Context: an optimization exercise on an open-source flow, tuned for small area, a short achievable clock period and few clock cycles per item. The choices shown serve that exercise and are no tape-out recipe. Where RTL was checked, it was by simulation tests only, not by an equivalence proof against the original.

==> inputs of violet <==
Design rgb_hue_shifter, start of the top module:
module rgb_hue_shifter (
  input  logic        clk,
  input  logic        rst_n,
  input  logic        in_tvalid,
  output logic        in_tready,
  input  logic [23:0] in_tdata,    
  output logic        out_tvalid,
  input  logic        out_tready,
  output logic [55:0] out_tdata,   
  input  logic        cfg_psel,
  input  logic        cfg_penable,
  input  logic        cfg_pwrite,
  input  logic [2:0]  cfg_paddr,
  input  logic [31:0] cfg_pwdata,
  output logic [31:0] cfg_prdata,
  output logic        cfg_pready
);
  logic rst_q;
  logic irst;
  logic vrst;
  always_ff @(posedge clk) rst_q <= rst_n;
  assign irst = !rst_q;
  assign vrst = !rst_n || !rst_q;
  logic [15:0] off_r;
  logic [17:0] off3_r;
  logic [15:0] rd_r;
  always_ff @(posedge clk) begin
    if (!rst_n) begin
      off_r <= 16'h0000;
    end else if (cfg_psel && cfg_penable && cfg_pwrite && !cfg_paddr[2]) begin
      off_r <= cfg_pwdata[15:0];
    end
  end
  always_ff @(posedge clk) off3_r <= {2'b00, off_r} + {1'b0, off_r, 1'b0};
  always_ff @(posedge clk) rd_r <= cfg_paddr[2] ? 16'h0000 : off_r;
  assign cfg_prdata = {16'h0000, rd_r};
  assign cfg_pready = 1'b1;
  logic en_r;
  logic rdy_r;
  assign in_tready = rdy_r;
  logic       s0_v;
  ...
clock: 10.0 ns
lec_check: 0
abc_area: 1
cap_margin: 20
core_margin: 2
core_utilization: 40
slew_margin: 20
run.sh (not shown) runs the stock make flow with config.mk's settings and CLKGATE_MAP_FILE= SYNTH_SCRIPT=/design/flow/synth_recipe.tcl, a recipe that flattens the netlist after the stock synthesis.
==> umber (differences from violet) <==
--- a/flow/design.v
+++ b/flow/design.v
@@ -37,37 +37,47 @@
       off_r <= cfg_pwdata[15:0];
     end
   end
   always_ff @(posedge clk) off3_r <= {2'b00, off_r} + {1'b0, off_r, 1'b0};
   always_ff @(posedge clk) rd_r <= cfg_paddr[2] ? 16'h0000 : off_r;
   assign cfg_prdata = {16'h0000, rd_r};
   assign cfg_pready = 1'b1;
-  logic en_r;
+  logic en;
+  logic o_v;
   logic rdy_r;
+  assign en        = !o_v || out_tready;
   assign in_tready = rdy_r;
   logic       s0_v;
   logic [7:0] s0_r, s0_g, s0_b;
   logic       s0_rg, s0_rb, s0_gb;
   logic       i_rg, i_rb, i_gb;
+  logic       sk_v;
+  logic [26:0] sk_d, in_x;
+  logic       acc;
   assign i_rg = in_tdata[7:0] >= in_tdata[15:8];
   assign i_rb = in_tdata[7:0] >= in_tdata[23:16];
   assign i_gb = in_tdata[15:8] >= in_tdata[23:16];
+  assign in_x = {i_gb, i_rb, i_rg, in_tdata};
+  assign acc  = in_tvalid && rdy_r;
   always_ff @(posedge clk) begin
-    if (irst)      s0_v <= 1'b0;
-    else if (en_r) s0_v <= in_tvalid;
+    if (vrst) begin
+      sk_v  <= 1'b0;
+      rdy_r <= 1'b0;
+    end else begin
+      sk_v  <= !en && (sk_v || acc);
+      rdy_r <= en || !(sk_v || acc);
+    end
   end
   always_ff @(posedge clk) begin
-    if (en_r) begin
-      s0_r  <= in_tdata[7:0];
-      s0_g  <= in_tdata[15:8];
-      s0_b  <= in_tdata[23:16];
-      s0_rg <= i_rg;
-      s0_rb <= i_rb;
-      s0_gb <= i_gb;
-    end
+    if (irst)    s0_v <= 1'b0;
+    else if (en) s0_v <= sk_v || acc;
+  end
+  always_ff @(posedge clk) begin
+    if (!sk_v) sk_d <= in_x;
+    if (en) {s0_gb, s0_rb, s0_rg, s0_b, s0_g, s0_r} <= sk_v ? sk_d : in_x;
   end
   logic       max_r, max_g;
   logic [7:0] v1n, mn1n, ea1n, eb1n;
   logic [7:0] d1n;
   logic [8:0] e1n;
   logic [1:0] j1n;
   assign max_r = s0_rg && s0_rb;
@@ -95,40 +105,40 @@
   end
   assign d1n = v1n - mn1n;
   assign e1n = {1'b0, ea1n} - {1'b0, eb1n};
   logic       s1_v;
   logic [7:0] s1_vv, s1_d;
   logic [8:0] s1_e;
   logic [1:0] s1_j;
+  logic       s1_t;
   always_ff @(posedge clk) begin
     if (irst)      s1_v <= 1'b0;
-    else if (en_r) s1_v <= s0_v;
+    else if (en) s1_v <= s0_v;
   end
   always_ff @(posedge clk) begin
-    if (en_r) begin
+    if (en) begin
       s1_vv <= v1n;
       s1_d  <= d1n;
       s1_e  <= e1n;
       s1_j  <= j1n;
+      s1_t  <= s0_g == s0_b;
     end
   end
   logic [9:0]  d3_2n;
-  logic [9:0]  m2n;
-  logic [10:0] p0_2n;
+  logic [9:0]  r0s_2n, r0_2n;
+  logic        q16_2n;
   logic [7:0]  negd, sr0;
   logic [9:0]  sx0;
   assign d3_2n = {2'b00, s1_d} + {1'b0, s1_d, 1'b0};
-  assign m2n   = (s1_j == 2'd0 || s1_j == 2'd3) ? d3_2n : {2'b00, s1_d};
-  assign p0_2n = (s1_j == 2'd0 || s1_j == 2'd1)
-               ? {{2{s1_e[8]}}, s1_e} - {1'b0, m2n}
-               : {{2{s1_e[8]}}, s1_e} + {1'b0, m2n};
-  logic [9:0]  e2d_2n, r0_2n;
-  assign e2d_2n = {s1_e[8], s1_e} + {1'b0, s1_d, 1'b0};
-  assign r0_2n  = !p0_2n[10] ? p0_2n[9:0]
-                : (s1_j == 2'd0) ? {1'b0, s1_e} : e2d_2n;
+  assign r0s_2n = {s1_e[8], s1_e}
+                + ((s1_j == 2'd2 || s1_j == 2'd3) ? {2'b00, s1_d} : 10'd0)
+                + ((s1_j == 2'd1 || s1_j == 2'd3) ? {1'b0, s1_d, 1'b0} : 10'd0);
+  assign r0_2n  = (s1_j == 2'd1 && s1_t) ? 10'd0 : r0s_2n;
+  assign q16_2n = (s1_j == 2'd0) ? (s1_d == 8'd0)
+                : (s1_j == 2'd1) ? s1_t : 1'b1;
   assign negd = 8'd0 - s1_d;
   assign sr0  = (s1_d == 8'd0) ? 8'd0 : ~negd;
   assign sx0  = {1'b0, sr0, negd[7]} - {2'b00, s1_vv};
   function automatic [8:0] sat_rs(input [7:0] r, input b, input [7:0] v);
     reg [9:0] t;
     begin
       t = {1'b0, r, b} - {2'b00, v};
@@ -154,80 +164,80 @@
   logic [7:0]  dv_s  [NST+1];
   logic [11:0] dv_pa [NST+1];
   logic [11:0] dv_pb [NST+1];
   logic [15:0] dv_pp [NST+1];
   logic [7:0]  dv_mq [NST+1];
   always_ff @(posedge clk) begin
     if (irst)      dv_v[0] <= 1'b0;
-    else if (en_r) dv_v[0] <= s1_v;
+    else if (en) dv_v[0] <= s1_v;
   end
   always_ff @(posedge clk) begin
-    if (en_r) begin
+    if (en) begin
       dv_vv[0] <= s1_vv;
       dv_d3[0] <= d3_2n;
       dv_p[0]  <= r0_2n;
-      dv_hq[0] <= {16'd0, !p0_2n[10]};
+      dv_hq[0] <= {16'd0, q16_2n};
       dv_sr[0] <= sx0[9] ? {sr0[6:0], negd[7]} : sx0[7:0];
       dv_sl[0] <= negd[6:0];
       dv_sq[0] <= {8'd0, !sx0[9]};
     end
   end
   for (genvar k = 1; k <= NST; k++) begin : g_div
     logic [10:0] pa, pb;
     assign pa = hue_rs(dv_p[k-1], dv_d3[k-1]);
     assign pb = hue_rs(pa[9:0], dv_d3[k-1]);
     always_ff @(posedge clk) begin
       if (irst)      dv_v[k] <= 1'b0;
-      else if (en_r) dv_v[k] <= dv_v[k-1];
+      else if (en) dv_v[k] <= dv_v[k-1];
     end
     always_ff @(posedge clk) begin
-      if (en_r) begin
+      if (en) begin
         dv_vv[k] <= dv_vv[k-1];
         dv_d3[k] <= dv_d3[k-1];
         dv_p[k]  <= pb[9:0];
         dv_hq[k] <= {dv_hq[k-1][14:0], pa[10], pb[10]};
       end
     end
     if (k <= 4) begin : g_sat
       logic [8:0] sa, sb;
       assign sa = sat_rs(dv_sr[k-1], dv_sl[k-1][6], dv_vv[k-1]);
       assign sb = sat_rs(sa[7:0], dv_sl[k-1][5], dv_vv[k-1]);
       always_ff @(posedge clk) begin
-        if (en_r) begin
+        if (en) begin
           dv_sr[k] <= sb[7:0];
           dv_sl[k] <= {dv_sl[k-1][4:0], 2'b00};
           dv_sq[k] <= {dv_sq[k-1][6:0], sa[8], sb[8]};
         end
       end
     end else if (k == 5) begin : g_s
       always_ff @(posedge clk) begin
-        if (en_r) dv_s[k] <= dv_sq[k-1][8:1] + {7'd0, dv_sq[k-1][0]};
+        if (en) dv_s[k] <= dv_sq[k-1][8:1] + {7'd0, dv_sq[k-1][0]};
       end
     end else if (k == 6) begin : g_pab
       always_ff @(posedge clk) begin
-        if (en_r) begin
+        if (en) begin
           dv_s[k]  <= dv_s[k-1];
           dv_pa[k] <= dv_vv[k-1] * dv_s[k-1][3:0];
           dv_pb[k] <= dv_vv[k-1] * dv_s[k-1][7:4];
         end
       end
     end else if (k == 7) begin : g_p
       always_ff @(posedge clk) begin
-        if (en_r) begin
+        if (en) begin
           dv_s[k]  <= dv_s[k-1];
           dv_pp[k] <= {4'd0, dv_pa[k-1]} + {dv_pb[k-1], 4'd0};
         end
       end
     end else begin : g_mq
       logic [16:0] t;
       logic [24:0] u;
       assign t = {1'b0, dv_pp[k-1]} + 17'd128;
       assign u = {t, 8'd0} + {8'd0, t};
       always_ff @(posedge clk) begin
-        if (en_r) begin
+        if (en) begin
           dv_s[k]  <= dv_s[k-1];
           dv_pp[k] <= dv_pp[k-1];
           dv_mq[k] <= u[23:16];
         end
       end
     end
   end
@@ -249,18 +259,18 @@
   logic [15:0] b1_h, b1_p;
   logic [17:0] b1_p3;
   logic [14:0] b1_g;
   logic [2:0]  b1_sec;
   logic [7:0]  b1_vv, b1_s, b1_mv;
   always_ff @(posedge clk) begin
     if (irst)      b1_v <= 1'b0;
-    else if (en_r) b1_v <= dv_v[NST];
+    else if (en) b1_v <= dv_v[NST];
   end
   always_ff @(posedge clk) begin
-    if (en_r) begin
+    if (en) begin
       b1_h   <= h_b1n;
       b1_p   <= dv_pp[NST];
       b1_p3  <= {2'b00, dv_pp[NST]} + {1'b0, dv_pp[NST], 1'b0};
       b1_g   <= g_b1n;
       b1_sec <= sec_b1n;
       b1_vv  <= dv_vv[NST];
       b1_s   <= dv_s[NST];
@@ -310,18 +320,18 @@
   logic        b2_v;
   logic [30:0] b2_ws, b2_wc, b2_wd;
   logic [15:0] b2_h;
   logic [2:0]  b2_sec;
   logic [7:0]  b2_vv, b2_s, b2_mv;
   always_ff @(posedge clk) begin
     if (irst)      b2_v <= 1'b0;
-    else if (en_r) b2_v <= b1_v;
+    else if (en) b2_v <= b1_v;
   end
   always_ff @(posedge clk) begin
-    if (en_r) begin
+    if (en) begin
       b2_ws  <= c3a[30:0];
       b2_wc  <= c3a[61:31];
       b2_wd  <= c2b[61:31];
       b2_h   <= b1_h;
       b2_sec <= b1_sec;
       b2_vv  <= b1_vv;
       b2_s   <= b1_s;
@@ -333,18 +343,18 @@
   logic        b3_v;
   logic [15:0] b3_y;
   logic [15:0] b3_h;
   logic [2:0]  b3_sec;
   logic [7:0]  b3_vv, b3_s, b3_mv;
   always_ff @(posedge clk) begin
     if (irst)      b3_v <= 1'b0;
-    else if (en_r) b3_v <= b2_v;
+    else if (en) b3_v <= b2_v;
   end
   always_ff @(posedge clk) begin
-    if (en_r) begin
+    if (en) begin
       b3_y   <= w_b3n[30:15];
       b3_h   <= b2_h;
       b3_sec <= b2_sec;
       b3_vv  <= b2_vv;
       b3_s   <= b2_s;
       b3_mv  <= b2_mv;
     end
@@ -364,36 +374,18 @@
       3'd2: begin ro = mv; go = cv; bo = xv; end
       3'd3: begin ro = mv; go = xv; bo = cv; end
       3'd4: begin ro = xv; go = mv; bo = cv; end
       default: begin ro = cv; go = mv; bo = xv; end
     endcase
   end
   assign res = {b3_vv, b3_s, b3_h, bo, go, ro};
-  logic        o_v, k_v;
-  logic [55:0] o_d, k_d;
-  logic        push, pop, o_hold;
-  logic        o_v_n, k_v_n;
-  assign push   = en_r && b3_v;
-  assign pop    = o_v && out_tready;
-  assign o_hold = o_v && !pop;
-  assign o_v_n  = o_hold || k_v || push;
-  assign k_v_n  = k_v ? o_hold : (o_hold && push);
+  logic [55:0] o_d;
   always_ff @(posedge clk) begin
-    if (vrst) begin
-      o_v   <= 1'b0;
-      k_v   <= 1'b0;
-      en_r  <= 1'b0;
-      rdy_r <= 1'b0;
-    end else begin
-      o_v   <= o_v_n;
-      k_v   <= k_v_n;
-      en_r  <= !(o_v_n && k_v_n);
-      rdy_r <= !(o_hold && (k_v || push));
-    end
+    if (vrst)    o_v <= 1'b0;
+    else if (en) o_v <= b3_v;
   end
   always_ff @(posedge clk) begin
-    if (!o_hold) o_d <= k_v ? k_d : res;
-    if (en_r)    k_d <= res;
+    if (en) o_d <= res;
   end
   assign out_tvalid = o_v;
   assign out_tdata  = o_d;
 endmodule
==> flow/flow/run.sh (new file) <==
#!/bin/bash
set -euo pipefail
bash standard.sh SETUP_SLACK_MARGIN=6.7 TNS_END_PERCENT=100 finish > standard.log 2>&1
==> flow/standard.sh (new file) <==
#!/bin/bash
# synth_recipe.tcl (not shown) runs the flow's synth.tcl, then flattens the netlist and writes it again
# the make line also repeats each setting of config.mk as NAME=value (left out here)
make -C /OpenROAD-flow-scripts/flow DESIGN_CONFIG=/design/flow/config.mk WORK_HOME=/design/flow/orfs CLKGATE_MAP_FILE= SYNTH_SCRIPT=/design/flow/synth_recipe.tcl "${@:-finish}"
CTS_CLUSTER_DIAMETER = 100   (was default)
CTS_CLUSTER_SIZE = 30   (was default)
removed: flow/run.sh
==> results.txt <==
metric                                                                violet     umber
Outcome                                     no timing/DRC/antenna violations  no timing/DRC/antenna violations
Fraction of area in clock buffers and inverters                        5.38%     2.31%
Fill count                                                             14000     14200
Placement-stage worst setup slack                                    5.23 ns   4.49 ns
Hold Worst Slack                                                    0.380 ns  0.390 ns
First-pass GRT wire length                                            214 mm    239 mm
DP HPWL                                                               102 mm    112 mm
Sequential-to-total area share from yosys stat                         47.8%     45.4%
WL met1                                                              58.6 mm   67.1 mm
Met1 Track Usage GR                                                    22.0%     24.0%
Final-layout clock buffer total                                          127        52
Number of vias per cell after detailed routing                          5.03      5.14
Placer's final routability congestion estimate                         0.912     0.971
Portion of synthesized cell area occupied by the leading cell type     45.5%     42.3%
Buf/Inv on CP                                                              5         4
Cell count after placement                                              8138      8636
Testbench counts of umber, summed over its fixed seeds: cycles 32,888, items 32,768.
For violet, only the layout was checked, not whether the RTL still works.

-- static timing again, ports no longer ideal --
The flow's constraints put no driver on any port. The routed layouts listed below were extracted and timed again, unchanged, in two steps.
Step 1, drivers: a clkbuf_16 drives clk and a buf_2 each remaining input, both assumed.
Step 2 moves the port delays by t, midway between the first and last clock arrival at a register: inputs arrive t later, outputs are due t later. That takes back most of the time a late clock gives input paths.
Slacks: ideal / step 1 / step 2; pairs: ideal / step 1.
run | shift t [ns] | setup WS [ns] | latest minus earliest clock arrival (ns)
violet | 0.774 | 5.111 / 5.111 / 5.111 | 0.068 / 0.069
umber | 0.758 | 6.528 / 6.528 / 6.092 | 0.058 / 0.058
After both steps setup and hold are still met in every run listed. The setup slack of umber, which loses most, moves by 0.000 ns with the drivers and by -0.436 ns with both steps.
